Source: an optimization exercise on an open RTL-to-GDS flow (aim: small area, a short achievable clock period and few clock cycles). Production flows keep margins and buffers that such runs may drop.
Only simulation tests tie the RTL to the original design; equivalence was not proved.
Power figures rest on the tool's default switching activity, not on a simulated workload.

===== flow/run.sh =====
#!/bin/bash
# synth_recipe.tcl (not shown) runs the flow's synth.tcl, then flattens the netlist and writes it again
# the make line also repeats each setting of config.mk as NAME=value (left out here)
make -C /OpenROAD-flow-scripts/flow DESIGN_CONFIG=/design/flow/config.mk WORK_HOME=/design/flow/orfs CLKGATE_MAP_FILE= SYNTH_SCRIPT=/design/flow/synth_recipe.tcl finish

===== flow/config.mk =====
export PLATFORM = sky130hd
export DESIGN_NAME = conv2d_top
export DESIGN_NICKNAME = conv2d_top
export VERILOG_FILES = /design/flow/design.v
export SDC_FILE = /design/flow/constraint.sdc
export NUM_CORES = 4
export LEC_CHECK = 0
export CAP_MARGIN = 20
export CORE_MARGIN = 2
export CORE_UTILIZATION = 40
export SLEW_MARGIN = 20

===== flow/constraint.sdc =====
create_clock -name core_clock -period 8.0 [get_ports {i_clk}]
set_input_delay 1.6000 -clock core_clock [delete_from_list [all_inputs] [get_ports {i_clk}]]
set_output_delay 1.6000 -clock core_clock [all_outputs]
set_load 0.01 [all_outputs]

===== flow/design.v =====
package conv_pkg;
    localparam int IMG_W    = 8;
    localparam int IMG_H    = 8;
    localparam int KER_W    = 3;
    localparam int KER_H    = 3;
    localparam int KER_TAPS = KER_W * KER_H;
    localparam int PAD      = KER_W / 2;        
    localparam int NUM_PIX  = IMG_W * IMG_H;
    localparam int PIX_BW  = 8;
    localparam int WGT_BW  = 8;
    localparam int ACC_BW  = PIX_BW * 2 + KER_TAPS;
    localparam int ADDR_BW = $clog2(NUM_PIX);
    localparam int ROW_BW  = $clog2(IMG_H);
    localparam int COL_BW  = $clog2(IMG_W);
    localparam int KROW_BW = $clog2(KER_H);
    localparam int KCOL_BW = $clog2(KER_W);
    localparam int TAP_BW  = $clog2(KER_TAPS);
    localparam int POS_BW  = ROW_BW + 2;        
    typedef logic        [PIX_BW-1:0]  pix_t;
    typedef logic signed [WGT_BW-1:0]  wgt_t;
    typedef logic signed [ACC_BW-1:0]  acc_t;
    typedef logic        [ADDR_BW-1:0] addr_t;
    typedef wgt_t [KER_TAPS-1:0] kernel_t;      
    typedef struct packed {
        logic valid;
        logic last;
        pix_t data;
    } pix_stream_t;
    typedef struct packed {
        logic valid;
        logic last;
        wgt_t data;
    } wgt_stream_t;
    typedef struct packed {
        logic  we;
        addr_t addr;
        pix_t  data;
    } ram_wr_t;
    typedef struct packed {
        logic valid;
        logic last;
        acc_t data;
    } out_stream_t;
endpackage
module conv_loader
(
    input  logic        i_clk,
    input  logic        i_rst,
    input  conv_pkg::pix_stream_t i_pix,
    input  conv_pkg::wgt_stream_t i_wgt,
    input  logic        i_busy,
    output conv_pkg::ram_wr_t     o_wr,
    output conv_pkg::kernel_t     o_kernel,
    output logic        o_start,
    output logic        o_pending
);
    logic              wgt_take;
    logic              pix_take;
    logic [conv_pkg::TAP_BW-1:0] wgt_cnt;
    conv_pkg::addr_t             pix_cnt;
    logic [conv_pkg::KER_TAPS*conv_pkg::WGT_BW-1:0] kernel_q;    
    logic  wr_en;
    logic  wr_last;
    conv_pkg::addr_t wr_addr;
    conv_pkg::pix_t  wr_data;
    logic  start_q;
    assign wgt_take = i_wgt.valid && !i_busy;
    assign pix_take = i_pix.valid && !i_busy;
    always_ff @(posedge i_clk)
    begin
        if (i_rst)
        begin
            wgt_cnt  <= '0;
            kernel_q <= '0;
        end
        else if (wgt_take)
        begin
            if (wgt_cnt < conv_pkg::KER_TAPS)
                kernel_q[wgt_cnt*conv_pkg::WGT_BW +: conv_pkg::WGT_BW] <= i_wgt.data;
            if (i_wgt.last)
                wgt_cnt <= '0;
            else
                wgt_cnt <= wgt_cnt + 1'b1;
        end
    end
    always_ff @(posedge i_clk)
    begin
        if (i_rst)
        begin
            pix_cnt <= '0;
            wr_en   <= 1'b0;
            wr_last <= 1'b0;
            start_q <= 1'b0;
        end
        else
        begin
            wr_en   <= pix_take;
            wr_last <= pix_take && i_pix.last;
            start_q <= wr_last;             
            if (pix_take)
            begin
                if (i_pix.last)
                    pix_cnt <= '0;
                else
                    pix_cnt <= pix_cnt + 1'b1;
            end
        end
    end
    always_ff @(posedge i_clk)
    begin
        wr_addr <= pix_cnt;
        wr_data <= i_pix.data;
    end
    assign o_wr.we   = wr_en;
    assign o_wr.addr = wr_addr;
    assign o_wr.data = wr_data;
    assign o_kernel = kernel_q;
    assign o_start  = start_q;
    assign o_pending = wr_last || start_q;
endmodule
module frame_ram
(
    input  logic    i_clk,
    input  conv_pkg::ram_wr_t i_wr,
    input  conv_pkg::addr_t   i_rd_addr,
    output conv_pkg::pix_t    o_rd_data
);
    conv_pkg::pix_t mem [conv_pkg::NUM_PIX];
    conv_pkg::pix_t rd_q;
    always_ff @(posedge i_clk)
    begin
        if (i_wr.we)
            mem[i_wr.addr] <= i_wr.data;
    end
    always_ff @(posedge i_clk)
    begin
        rd_q <= mem[i_rd_addr];
    end
    assign o_rd_data = rd_q;
endmodule
module conv_engine
(
    input  logic        i_clk,
    input  logic        i_rst,
    input  logic        i_start,
    input  conv_pkg::kernel_t     i_kernel,
    output conv_pkg::addr_t       o_rd_addr,
    input  conv_pkg::pix_t        i_rd_data,
    output conv_pkg::out_stream_t o_out,
    output logic        o_busy
);
    typedef struct packed {
        logic              valid;
        logic              pad;
        logic              first;      
        logic              ninth;      
        logic              last_win;
        logic [conv_pkg::TAP_BW-1:0] tap;
    } tap_tag_t;
    logic busy;
    logic issuing;
    logic [conv_pkg::ROW_BW-1:0]  out_row;
    logic [conv_pkg::COL_BW-1:0]  out_col;
    logic [conv_pkg::KROW_BW-1:0] tap_row;
    logic [conv_pkg::KCOL_BW-1:0] tap_col;
    logic signed [conv_pkg::POS_BW-1:0] src_row;
    logic signed [conv_pkg::POS_BW-1:0] src_col;
    logic                     src_pad;
    logic signed [15:0]       rd_addr_w;
    logic [7:0]               tap_idx;
    logic [conv_pkg::KER_TAPS*conv_pkg::WGT_BW-1:0] ker_flat;
    tap_tag_t tag0;
    tap_tag_t tag1;
    tap_tag_t tag2;
    tap_tag_t tag3;
    conv_pkg::pix_t                           pix_m;
    logic signed [conv_pkg::PIX_BW:0]         pix_op;
    conv_pkg::wgt_t                           tap_wgt;
    logic signed [conv_pkg::PIX_BW+conv_pkg::WGT_BW:0]  prod;
    conv_pkg::acc_t                           acc;
    logic out_valid;
    logic out_last;
    conv_pkg::acc_t out_data;
    always_ff @(posedge i_clk)
    begin
        if (i_rst)
        begin
            busy    <= 1'b0;
            issuing <= 1'b0;
            out_row <= '0;
            out_col <= '0;
            tap_row <= '0;
            tap_col <= '0;
        end
        else if (!busy)
        begin
            if (i_start)
            begin
                busy    <= 1'b1;
                issuing <= 1'b1;
                out_row <= '0;
                out_col <= '0;
                tap_row <= '0;
                tap_col <= '0;
            end
        end
        else
        begin
            if (out_valid && out_last)
                busy <= 1'b0;                   
            if (issuing)
            begin
                if (tap_col == conv_pkg::KER_W - 1)
                begin
                    tap_col <= '0;
                    if (tap_row == conv_pkg::KER_H - 1)
                    begin
                        tap_row <= '0;
                        if (out_col == conv_pkg::IMG_W - 1)
                        begin
                            out_col <= '0;
                            if (out_row == conv_pkg::IMG_H - 1)
                                issuing <= 1'b0;
                            else
                                out_row <= out_row + 1'b1;
                        end
                        else
                            out_col <= out_col + 1'b1;
                    end
                    else
                        tap_row <= tap_row + 1'b1;
                end
                else
                    tap_col <= tap_col + 1'b1;
            end
        end
    end
    assign src_row = $signed({2'b00, out_row}) + $signed({3'b000, tap_row}) - conv_pkg::PAD;
    assign src_col = $signed({2'b00, out_col}) + $signed({3'b000, tap_col}) - conv_pkg::PAD;
    assign src_pad = (src_row < 0) || (src_row >= conv_pkg::IMG_H) || (src_col < 0) || (src_col >= conv_pkg::IMG_W);
    assign rd_addr_w = src_row * conv_pkg::IMG_W + src_col;
    assign o_rd_addr = src_pad ? '0 : rd_addr_w[conv_pkg::ADDR_BW-1:0];
    assign tap_idx       = tap_row * conv_pkg::KER_W + tap_col;
    assign tag0.valid    = issuing;
    assign tag0.pad      = src_pad;
    assign tag0.first    = (tap_row == 0) && (tap_col == 0);
    assign tag0.ninth    = (tap_row == conv_pkg::KER_H - 1) && (tap_col == conv_pkg::KER_W - 1);
    assign tag0.last_win = (out_row == conv_pkg::IMG_H - 1) && (out_col == conv_pkg::IMG_W - 1);
    assign tag0.tap      = tap_idx[conv_pkg::TAP_BW-1:0];
    always_ff @(posedge i_clk)
    begin
        if (i_rst)
        begin
            tag1 <= '0;
            tag2 <= '0;
            tag3 <= '0;
        end
        else
        begin
            tag1 <= tag0;
            tag2 <= tag1;
            tag3 <= tag2;
        end
    end
    assign pix_m   = tag1.pad ? '0 : i_rd_data;    
    assign pix_op  = {1'b0, pix_m};
    assign ker_flat = i_kernel;
    assign tap_wgt  = ker_flat[tag1.tap*conv_pkg::WGT_BW +: conv_pkg::WGT_BW];
    always_ff @(posedge i_clk)
    begin
        prod <= pix_op * tap_wgt;
        if (tag2.valid)
        begin
            if (tag2.first)
                acc <= prod;
            else
                acc <= acc + prod;
        end
    end
    always_ff @(posedge i_clk)
    begin
        if (i_rst)
        begin
            out_valid <= 1'b0;
            out_last  <= 1'b0;
        end
        else
        begin
            out_valid <= tag3.valid && tag3.ninth;
            out_last  <= tag3.valid && tag3.ninth && tag3.last_win;
        end
    end
    always_ff @(posedge i_clk)
    begin
        out_data <= acc;
    end
    assign o_out.valid = out_valid;
    assign o_out.last  = out_last;
    assign o_out.data  = out_data;
    assign o_busy = busy;
endmodule
module conv2d_top
(
    input  logic        i_clk,
    input  logic        i_rst,
    input  logic [9:0]  i_pix,      
    input  logic [9:0]  i_wgt,      
    output logic [26:0] o_out,      
    output logic        o_busy
);
    conv_pkg::pix_stream_t pix_s;
    conv_pkg::wgt_stream_t wgt_s;
    conv_pkg::out_stream_t out_s;
    logic    eng_busy;
    logic    pending;
    assign pix_s  = i_pix;
    assign wgt_s  = i_wgt;
    assign o_out  = out_s;
    assign o_busy = eng_busy || pending;
    conv_pkg::ram_wr_t ram_wr;
    conv_pkg::kernel_t kernel;
    logic    start;
    conv_pkg::addr_t   rd_addr;
    conv_pkg::pix_t    rd_data;
    conv_loader u_loader
    (
        .i_clk    (i_clk),
        .i_rst    (i_rst),
        .i_pix    (pix_s),
        .i_wgt    (wgt_s),
        .i_busy   (o_busy),
        .o_wr     (ram_wr),
        .o_kernel (kernel),
        .o_start  (start),
        .o_pending (pending)
    );
    frame_ram u_ram
    (
        .i_clk     (i_clk),
        .i_wr      (ram_wr),
        .i_rd_addr (rd_addr),
        .o_rd_data (rd_data)
    );
    conv_engine u_engine
    (
        .i_clk     (i_clk),
        .i_rst     (i_rst),
        .i_start   (start),
        .i_kernel  (kernel),
        .o_rd_addr (rd_addr),
        .i_rd_data (rd_data),
        .o_out     (out_s),
        .o_busy    (eng_busy)
    );
endmodule

==> run notes <==
power groups by stage:
stage | clock (mW) | combinational (mW) | sequential (mW)
2_1_floorplan | 0 | 0.231 | 4.14
3_3_place_gp | 0 | 0.331 | 4.14
3_5_place_dp | 0 | 0.338 | 4.14
4_1_cts | 3.47 | 0.341 | 4.06
5_1_grt | 3.61 | 0.384 | 4.06
6_report | 3.40 | 0.339 | 4.06
registers in the layout, indices dropped and copies added (netlist names), 6 cells and up:
name and flops:
u_engine.acc 25, u_engine.out_data 25, u_engine.prod 17, u_engine.tag1 9
u_loader.kernel_q 72, u_loader.pix_cnt 6, u_loader.wr_addr 6, u_loader.wr_data 8
u_ram.mem 512, u_ram.rd_q 8
layout make-up:
type | instances | area share [%]
clock buffer | 114 | 6.35
clock inverter | 26 | 0.575
multi-input combinational | 1489 | 29.7
inverter | 101 | 1.09
timing repair buffer | 70 | 1.90
tap | 1040 | 3.74
sequential | 716 | 56.7
metal layers:
metal | global-route usage, % | part of all wire (%) | routed length [um]
met5 | 0 | 0 | 0
met4 | 6.97 | 3.2 | 2370
met3 | 2.84 | 5.6 | 4110
met2 | 31.5 | 49 | 35900
met1 | 23.7 | 42 | 31200
through the flow:
| stage | hold WS, ns | worst slack (ns) | utilization (%) | std cells | cell area (um2) |
|---|---|---|---|---|---|
| 2_1_floorplan | 0.349 | 2.18 | - | 2446 | 31000 |
| 3_3_place_gp | 0.357 | 1.35 | 42.0 | 3416 | 32400 |
| 3_5_place_dp | 0.363 | 1.18 | 42.0 | 3416 | 32400 |
| 4_1_cts | 0.367 | 1.15 | 45.1 | 3556 | 34800 |
| 5_1_grt | 0.378 | 1.09 | 45.1 | 3556 | 34800 |
| 6_report | 0.368 | 1.63 | 45.1 | 3556 | 34800 |
cells in the mapped netlist (28+ instances only):
cell	number	share of area [%]
buf_2	40	0.65
nand2_1	281	3.4
nor2_1	254	3.1
mux2i_1	86	2.8
o221ai_1	62	1.8
a31oi_1	41	0.83
ha_1	91	3.7
o22ai_1	61	1.2
a311oi_1	38	1.1
fa_1	43	2.8
mux4_2	28	2.0
a21oi_1	86	1.4
edfxtp_1	537	52
nand3_1	86	1.4
o21ai_0	45	0.73
dfxtp_1	179	12
clkbuf_1	74	0.90
nand2b_1	28	0.56
inv_1	101	1.2
critical path, cell delays in order, from the launching register on:
cell,delay (ns)
dfxtp_2,0.74
mux4_2,0.59
mux2i_1,0.15
nor2_1,0.05
a21oi_1,0.56
nand2b_1,0.21
fa_1,0.44
fa_1,0.54
inv_1,0.05
fa_1,0.53
inv_1,0.05
fa_1,0.52
inv_1,0.04
ha_1,0.32
o21ai_0,0.12
a21boi_0,0.15
o21ai_0,0.22
a21boi_0,0.15
o21ai_0,0.21
a21oi_1,0.12
o41ai_1,0.35
xnor2_1,0.16
logic make-up after synthesis:
group	Yosys count
compound gates	434
xor+xnor	37
fa+ha+maj	134
buf+inv	241
flops	716
mux	117
simple gates	767
worst paths after layout:
path / startpoint / to / slack, ns
worst min-delay path: u_loader.pix_cnt[5] / u_loader.wr_addr[5] / 0.37
worst min register to register: u_loader.pix_cnt[5] / u_loader.wr_addr[5] / 0.37
worst max-delay path: u_engine.tag1[0] / u_engine.prod[16] / 1.63
worst max register to register: u_engine.tag1[0] / u_engine.prod[16] / 1.63
==> impl_results.md <==
- Slew @ Worst Pin: 1.00 ns
- Final period util: roughly 80%
- Slew Limit Headroom: between 30 and 40%
- Initial antenna violation count: 3
- Final hold vios: 0
- Site Rows: between 100 and 150
- Clock Tree Buf Depth: 3
- CP max FO: 17
- Via count: 19576
- Post-cts repair resize count: 0
- Largest net degree at the start of global routing: 150
- Post-synthesis sequential area ratio: 63.5%
- CTS tree: done
- Number of max-cap violations: 0
- Synth Area in Compound Gates: 9.69%
- Share of post-route cells with drive strength above 1: 7.99%
- Reg clk slew, reported paths: 0.06 ns
- Int Pwr: 6.14 mW
- Post-Route WL: 73600 um
- Number of synthesized flops with an enable pin: 537
- RSZ-0062 raised after global routing: false
- Post-route DRC: 0
- Synth Area in XOR/XNOR: 1.07%
- Psw: 1.66 mW
- Hold Path Class: flip-flop to flip-flop
- Routability congestion estimate from global placement: 0.840
- Syn. warnings: 3
- Clock Skews: 0.0230 ns
- HPWL Detailed: between 40000 and 50000 um
- Switching share of power: a little over a fifth
- Sink Count: roughly 720
- Largest family of logic cells by synthesized area: simple AND/OR/NAND/NOR gates
- I/O pin count: 50
- Post-synthesis mux area share: 4.92%
- Worst Hold Depth: 0
- Total power: 7.80 mW
- Max-slew violations: 0
- Worst-Skew Late Latency: 0.62 ns
- Avg Inst Size Synth: 12.7 um2
- Final setup fails: 0
- GR Util All Layers: roughly 18%
- Register Area: 0.0197 mm2
- Static Leak: approximately 12 nW
- Cts hold-fix bufs: 0
- Die width: 283 um
- Synth unique cells: 76
- CP arrival: 6.91 ns
- Ys async rst share: 0%
- Vias/cell: roughly 5.5
- Top FF cell, synth: edfxtp_1
- Synthesized area: roughly 0.031 mm2
- Initial core utilization: 40.2%
- Power share of the clock group: 43.6%
- Drt pass-1 iters: 6
- Max Fclk: roughly 160 MHz
- Post-synthesis adder-cell area fraction: under 10%
- Gate power share: around 4.4%
- Minimum clock period: about 6.4 ns
- Setup TNS: 0 ns
- Filler cells: 6911
- Number of buffers created by CTS: 77
- Part of the power in registers: 52.1%
- Core area: ~0.077 mm2
- Most frequent cells in the layout: edfxtp_1 (537), nand2_1 (280), nor2_1 (253), dfxtp_1 (169), inv_1 (100)
- Worst setup EP type: flip-flop
- Post-CTS setup buffer count: 0
- Initial DRC count: 1908
- IO Port Bufs: slightly below 50
- Simple-gate portion of the synthesized area: 11.0%
- Critical path required time: 8.54 ns
- Final ANT Viol Nets: 0
- Reg2Reg Depth: 21
- Nets: 2611
- Total grt overflow: 0
- Post-Syn Instances: 2446
- Crit start category: flip-flop
- Syn-to-layout area delta: 12.1%
- Yosys reg bits: 716
- DR WL/cell: 20.7 um
- PD cells: 224 mW/mm2
- Most common cell after layout, fill and taps aside: edfxtp_1
- Multi-input combinational cell area: 0.0103 mm2
- H-tree depth: 3
- Die area: 0.0798 mm2
- Ant diodes: 0
- Vias in the first global route: 19643
- Clk root buf: clkbuf_16
- VDD IR max: a little under 0.0002 V
- Status: timing/DRC/antenna clean
- Die Y: 283 um
- Syn_nets: 2602
- First-pass GRT wire length: 113000 um
- Setup CP Type: flip-flop to flip-flop
Testbench counts, summed over its fixed seeds: cycles 41,632.

==> static timing again, ports no longer ideal <==
In the flow no input, the clock included, has a driving cell. The finished layout below was timed again as built, in two steps. Step 1 sets driving cells, clkbuf_16 on the clock port and buf_2 on the other inputs (assumed; they add their load-dependent delay and slew). Step 2 also shifts input and output timing later by t, the mid clock arrival at the registers, as if the neighbouring blocks saw the same clock. Slacks: no drivers / after step 1 / after step 2; pairs: no drivers / after step 1.
t (ns): 0.679
slack for setup (ns): 1.628 / 1.628 / 1.628
worst setup path after step 2: register to register
clock arrival spread, ns: 0.025 / 0.025
pins driven straight from the clock port: 1
After both steps this run still meets setup and hold. The setup slack of this run moves by 0.000 ns with the drivers and by 0.000 ns with both steps.
